This is an optimization exercise on Yosys and OpenROAD, whose aim is small area and a short achievable clock period, not a production implementation. Only simulation tests tie the RTL to the original design; equivalence was not proved. Power is estimated from default activity; no workload was simulated.

File: flow/design.v
`default_nettype none
module srm_or4 (
  input  logic [3:0] row,
  input  logic [3:0] col,
  output logic       y
);
  assign y = |(row & col);
endmodule
module srm_nor2 (
  input  logic a, b,
  output logic y
);
  assign y = ~(a | b);
endmodule
module srm_nand2 (
  input  logic a, b,
  output logic y
);
  assign y = ~(a & b);
endmodule
module srm_rd_bit (
  input  logic [255:0] row,
  input  logic [255:0] col,
  output logic [1:0]   y_n
);
  logic [63:0] l1;     
  logic [31:0] l2_n;   
  logic [15:0] l3;     
  logic [7:0]  l4_n;   
  logic [3:0]  l5;     
  for (genvar i = 0; i < 64; i++) begin : g_l1
    srm_or4 u (.row(row[4*i +: 4]), .col(col[4*i +: 4]), .y(l1[i]));
  end
  for (genvar i = 0; i < 32; i++) begin : g_l2
    srm_nor2 u (.a(l1[2*i]), .b(l1[2*i+1]), .y(l2_n[i]));
  end
  for (genvar i = 0; i < 16; i++) begin : g_l3
    srm_nand2 u (.a(l2_n[2*i]), .b(l2_n[2*i+1]), .y(l3[i]));
  end
  for (genvar i = 0; i < 8; i++) begin : g_l4
    srm_nor2 u (.a(l3[2*i]), .b(l3[2*i+1]), .y(l4_n[i]));
  end
  for (genvar i = 0; i < 4; i++) begin : g_l5
    srm_nand2 u (.a(l4_n[2*i]), .b(l4_n[2*i+1]), .y(l5[i]));
  end
  for (genvar i = 0; i < 2; i++) begin : g_l6
    srm_nor2 u (.a(l5[2*i]), .b(l5[2*i+1]), .y(y_n[i]));
  end
endmodule
module spi_ram_ctrl #(
  parameter int MEM_DEPTH = 256,
  parameter int ADDR_SIZE = 8
) (
  input  logic                 clk,
  input  logic                 rst_n,
  input  logic [ADDR_SIZE+1:0] din,
  input  logic                 rx_valid,
  output logic [ADDR_SIZE-1:0] dout,
  output logic                 tx_valid,
  output logic                 cmd_err
);
  logic [1:0] w_cmd;
  logic [7:0] w_payload;
  logic       w_wr_data;
  assign w_cmd     = din[9:8];
  assign w_payload = din[7:0];
  assign w_wr_data = rst_n & rx_valid & (w_cmd == 2'b01);
  logic [7:0] wr_addr_q;
  logic       armed_q;
  logic [7:0] dout_q;
  logic       tx_valid_q;
  logic       cmd_err_q;
  logic [2047:0] mem_q;
  logic [15:0]  w_wlo_n, w_whi_n;
  logic [255:0] w_wrow;
  always_comb begin
    for (int i = 0; i < 16; i++) begin
      w_wlo_n[i] = ~(wr_addr_q[3:0] == 4'(i));
      w_whi_n[i] = ~((wr_addr_q[7:4] == 4'(i)) & w_wr_data);
    end
  end
  for (genvar r = 0; r < 256; r++) begin : g_wrow
    srm_nor2 u (.a(w_whi_n[r/16]), .b(w_wlo_n[r%16]), .y(w_wrow[r]));
  end
  for (genvar r = 0; r < 256; r++) begin : g_row
    always_ff @(posedge clk) begin
      if (w_wrow[r]) mem_q[r*8 +: 8] <= w_payload;
    end
  end
  logic [15:0]  rlo_n_q, rhi_n_q;
  logic [15:0]  w_rlo_n, w_rhi_n;
  logic [255:0] w_rrow;
  logic [7:0]   w_rd_word;
  assign w_rlo_n = rlo_n_q;
  assign w_rhi_n = rhi_n_q;
  for (genvar r = 0; r < 256; r++) begin : g_rrow
    srm_nor2 u (.a(w_rhi_n[r/16]), .b(w_rlo_n[r%16]), .y(w_rrow[r]));
  end
  for (genvar b = 0; b < 8; b++) begin : g_rbit
    logic [255:0] w_col;
    logic [1:0]   w_word_n;
    for (genvar r = 0; r < 256; r++) begin : g_col
      assign w_col[r] = mem_q[r*8 + b];
    end
    srm_rd_bit u (.row(w_rrow), .col(w_col), .y_n(w_word_n));
    assign w_rd_word[b] = ~&w_word_n;
  end
  always_ff @(posedge clk) begin
    if (!rst_n) begin
      rlo_n_q <= ~16'd1;
      rhi_n_q <= '1;
    end else if (rx_valid && w_cmd == 2'b10) begin
      for (int i = 0; i < 16; i++) begin
        rlo_n_q[i] <= ~(w_payload[3:0] == 4'(i));
        rhi_n_q[i] <= ~(w_payload[7:4] == 4'(i));
      end
    end else if (rx_valid && w_cmd == 2'b11) begin
      rlo_n_q <= {rlo_n_q[14:0], rlo_n_q[15]};
      if (!rlo_n_q[15]) rhi_n_q <= {rhi_n_q[14:0], rhi_n_q[15]};
    end
  end
  always_ff @(posedge clk) begin
    if (!rst_n) begin
      wr_addr_q  <= '0;
      armed_q    <= 1'b0;
      dout_q     <= '0;
      tx_valid_q <= 1'b0;
      cmd_err_q  <= 1'b0;
    end else if (rx_valid) begin
      tx_valid_q <= (w_cmd == 2'b11);
      case (w_cmd)
        2'b00: wr_addr_q <= w_payload;
        2'b01: wr_addr_q <= wr_addr_q + 8'd1;
        2'b10: begin
          armed_q   <= 1'b1;
        end
        default: begin
          dout_q    <= w_rd_word;
          if (!armed_q) cmd_err_q <= 1'b1;
        end
      endcase
    end
  end
  assign dout     = dout_q;
  assign tx_valid = tx_valid_q;
  assign cmd_err  = cmd_err_q;
endmodule
`default_nettype wire
File: flow/flow/run.sh
#!/bin/bash
# Own layout flow: the standard ORFS flow (standard.sh, unchanged
# synthesis, floorplan, power grid, tap cells, placement, CTS and routing),
# with three settings changed through the environment:
#  - the input and output ports are buffered with buf_4 rather than the
#    delay-type buffer that buffer_ports picks by default;
#  - the pre-placement timing repair in floorplan is replaced by a plain
#    removal of synthesis buffers (timing is repaired after placement and
#    after CTS as usual);
set -euo pipefail
export BUFFER_PORTS_ARGS="-buffer_cell sky130_fd_sc_hd__buf_4"
export REMOVE_ABC_BUFFERS=1
export CTS_ARGS="-sink_clustering_enable -repair_clock_nets -sink_clustering_size 25 -sink_clustering_max_diameter 80 -dont_use_dummy_load"
bash standard.sh finish > make_finish.log 2>&1
File: flow/standard.sh
#!/bin/bash
# synth_recipe.tcl (not shown) runs the flow's synth.tcl, then flattens the netlist and writes it again
# the make line also repeats each setting of config.mk as NAME=value (left out here)
make -C /OpenROAD-flow-scripts/flow DESIGN_CONFIG=/design/flow/config.mk WORK_HOME=/design/flow/orfs CLKGATE_MAP_FILE= SYNTH_SCRIPT=/design/flow/synth_recipe.tcl "${@:-finish}"
File: flow/config.mk
export PLATFORM = sky130hd
export DESIGN_NAME = spi_ram_ctrl
export DESIGN_NICKNAME = spi_ram_ctrl
export VERILOG_FILES = /design/flow/design.v
export SDC_FILE = /design/flow/constraint.sdc
export NUM_CORES = 4
export LEC_CHECK = 0
export CAP_MARGIN = 20
export CORE_MARGIN = 2
export CORE_UTILIZATION = 60
export CTS_CLUSTER_DIAMETER = 80
export CTS_CLUSTER_SIZE = 25
export SETUP_SLACK_MARGIN = 2.1
export SLEW_MARGIN = 20
export SYNTH_HIERARCHICAL = 1
export SYNTH_MINIMUM_KEEP_SIZE = 0
export TNS_END_PERCENT = 5
File: flow/constraint.sdc
create_clock -name core_clock -period 4.0 [get_ports {clk}]
set_input_delay 0.8000 -clock core_clock [delete_from_list [all_inputs] [get_ports {clk}]]
set_output_delay 0.8000 -clock core_clock [all_outputs]
set_load 0.01 [all_outputs]
==> impl_metrics.ini <==
[setup_path]
crit_slowest_cell = dfxtp_1
crit_path_cell_trace = nor2b_4 > buf_4 > nand2_8 > nor2_2
cp_data_required_time_ns = 4.37
crit_buf_inv = 1
critPathLaunchType = flop
critPathMaxStageDelay_ns = 0.70
path_class = reg -> reg
crit_family = simple AND/OR/NAND/NOR gates
critical_path.max_fanout = 16
end_kind = flop
arrival_ns = 2.54

[synthesis]
synth_most_common_cell = edfxtp_1
synth_common_cells = edfxtp_1, a22oi_1, nor2_1
syn_inst = 4938
syn_avg_cell_area_sq_um = 15.7
synth_edf_count = 2048
synthArstFlopShare_pct = 0
syn-cell-area_sq_um = 77600
yosysTopAreaCell = edfxtp_1
yosysWarningCount = 7
ys.flop_type = edfxtp_1
synthDominantCellAreaShare_pct = 79.2
synth.distinct_cells = 51
synth_area_leaders = edfxtp_1, a22oi_1, nor2_1
ys_ff_latch = 2099
ys_seq_area_share_pct = 80.5

[power]
power.density_nw_per_um2 = 415
clkPwrFrac_pct = 28.2
switchingPower_mw = 8.09
vdd_drop_max_uv = 377
p_int_mw = 29.1
swShare_pct = 21.8
seqPwrFrac_pct = 65.2
comb_power_share_pct = 6.6
p_leak_nw = 28.6

[timing]
finalCriticalPeriod_ns = 2.17
fin_ws_ns = 1.83
drv_slew = 0
setup_viol = 0
period_share_pct = 54.4
grt_setup_unrepaired = yes
hold_viol = 0
fin_skew_ns = 0.0288
fin_setup_tns_ns = 0
timing.fmax_mhz = 460
hold_slack_ns = 0.343
worstMarginPinSlew_ns = 0.946
slew_headroom_pct = 36.9

[drt]
drt-total-wl_mm = 211
drt_first_iter_violations = 6021
met3_length_mm = 19.2
vias = 46000
routed_via_density = 6.56
drc = 0
wl_per_cell_microns = 30.0
wl_met2_mm = 99.0
maxUsedRoutingLayer = met5
drtPass1Iterations = 6
m1WireLength_mm = 84.4
final_antenna_net_count = 0

[cells_and_area]
area_growth_pct = 15.2
drive_above_1_share_pct = 23.4
final_core_util_pct = 69.9
final_cells = 7019
nets = 5308

[grt]
grt_first_pass_wirelength_mm = 299
antenna_found_initial = 4
grt_usage_pct = 31.8
grt_overflow_total = 0
grt_max_degree = 110
grt_pass1_vias = 44000

[clocking]
cts_tree = done
htree_levels = 3
cts_num_sinks = 2099
cts.clk_slew.worst_paths_ns = 0.09
clockBufferDepth = 3
hold_buffers = 0
clk_latency_ns = 0.73
cts-buffers-inserted = 96
cts-root-buf = clkbuf_16

[place]
place_inst = 6789
dp_slack_ns = 0.0645
dp_hpwl_mm = 130
numPortBuffers = 22
gp_congestion = 0.903

[flow_run]
drv_cap = 0

[status]
status = no timing/DRC/antenna violations

[floorplan]
design.core.area_sq_um = 128000
ioPinCount = 23
die_h_microns = 364
num_rows = 131
start_util_pct = 60.6
die_w_microns = 364
dieArea_sq_um = 132000

[min_path]
hold_path.class = in -> reg
[per-stage QoR]
step / power [mW] / area (sq um)
3_3_place_gp: 26.5 / 81200
2_1_floorplan: 25.3 / 77500
4_1_cts: 37.1 / 87800
5_1_grt: 38.0 / 89500
6_report: 37.1 / 89500
3_5_place_dp: 26.6 / 81200
[area by class of cell]
class                   instances  area (sq um)
diodes                          2          5.00
inverters                       9          33.8
flip-flops and latches       2099         62700
fillers                      8499         38600
well taps                    1729          2160
repair buffers                287          3240
multi-input cells            2797         18900
clock buffers                  96          2400
[logic make-up (layout without fill, tap and decap cells)]
group / after synthesis / count (layout) / synth area share [%]
flops: 2099 / 2099 / 80.5
simple gates: 1657 / 1657 / 8.28
compound gates: 1134 / 1134 / 10.8
buf+inv: 42 / 392 / 0.266
fa+ha+maj: 5 / 5 / 0.0806
mux: 1 / 1 / 0.0129
other cells: 0 / 2 / 0
[final timing paths]
| check | startpoint | end | slack [ns] | depth (start not counted) |
|---|---|---|---|---|
| worst max-delay path | wr_addr_q[7] | mem_q[1274] | 1.83 | 4 |
| worst min-delay path | rst_n | rhi_n_q[6] | 0.34 | 2 |
| worst max register to register | wr_addr_q[7] | mem_q[1274] | 1.83 | 4 |
| worst min register to register | armed_q | armed_q | 0.47 | 2 |
[modules after synthesis (local to each module, per instance), a selection]
module	cells	cell area, sq um	times used
spi_ram_ctrl	2394	64200	1
srm_nand2	1	3.75	160
srm_nor2	1	3.75	848
srm_or4	3	18.8	512
[layer usage]
| metal | global-route usage [%] | vias to the layer above |
|---|---|---|
| li1 | - | 20100 |
| met1 | 46.4 | 23500 |
| met2 | 49.7 | 2138 |
| met3 | 4.32 | 343 |
| met4 | 11.9 | 4 |
| met5 | 0 | - |
[timing repair]
action,CTS,global route
setup buffers,91,38
pin swaps,58,36
gates resized for setup,965,328
endpoints found under the setup margin,2067,2029
cloned,2,1
[state kept, by name, summed over array words and instances, names as in the netlist]
signal      flops
dout_q          8
rlo_n_q        16
wr_addr_q       8
armed_q         1
tx_valid_q      1
mem_q        2048
cmd_err_q       1
rhi_n_q        16
[layout by cell type, fill, tap and decap left out, drive strengths merged, types with 2 or more instances in the layout]
| master | synthesis | final |
|---|---|---|
| edfxtp | 2048 | 2048 |
| a22oi | 1024 | 1024 |
| nor2 | 880 | 880 |
| nand2 | 702 | 702 |
| buf | 15 | 285 |
| clkbuf | 18 | 97 |
| dfxtp | 51 | 51 |
| o21ai | 31 | 31 |
| a21oi | 25 | 25 |
| o311ai | 16 | 16 |
| o22ai | 15 | 15 |
| nor3 | 13 | 13 |
| nand3 | 11 | 11 |
| a311oi | 9 | 9 |
| inv | 9 | 9 |
| nor4 | 8 | 8 |
| nand2b | 8 | 8 |
| nor2b | 8 | 8 |
| ha | 5 | 5 |
| or3b | 4 | 4 |
| or2 | 4 | 4 |
| o211ai | 3 | 3 |
| or4 | 3 | 3 |
| nand3b | 3 | 3 |
| diode | 0 | 2 |
| nor4bb | 2 | 2 |
| nand4 | 2 | 2 |
| a31oi | 2 | 2 |
| and3 | 2 | 2 |
| and3b | 2 | 2 |
| a211oi | 2 | 2 |
[power by group through the flow]
stage,Clock [mW],Sequential (mW),Combinational [mW]
after floorplan,0,24.7,0.590
after global placement,0,24.8,1.76
after detailed placement,0,24.8,1.77
after CTS,10.6,24.2,2.24
after global routing,11.3,24.2,2.53
final,10.5,24.2,2.45

-- afterwards: timing with drivers on the ports --
How much do the figures lean on ideal ports? The routed layout below was timed once more, with nothing changed but the port constraints.
Step 1 (the two cells are an assumption about what drives the block):
set clk [get_ports {clk}]
set_driving_cell -lib_cell sky130_fd_sc_hd__clkbuf_16 $clk
set_driving_cell -lib_cell sky130_fd_sc_hd__buf_2 [delete_from_list [all_inputs] $clk]
Step 2 times the ports against the registers' clock, not the clock port: input delays grow and output delays shrink by t, the midpoint of the rising clock arrivals with the driver on.
Three values: ideal ports, drivers, drivers and shift; two values: the first two.
t, ns: 0.795
setup slack, ns: 1.826 / 1.816 / 1.040
worst data-port slew with drivers (ns): 0.12
pins driven straight from the clock port: 1
After both steps setup and hold are still met in this run. The setup slack of this run moves by -0.010 ns with the drivers and by -0.786 ns with both steps.
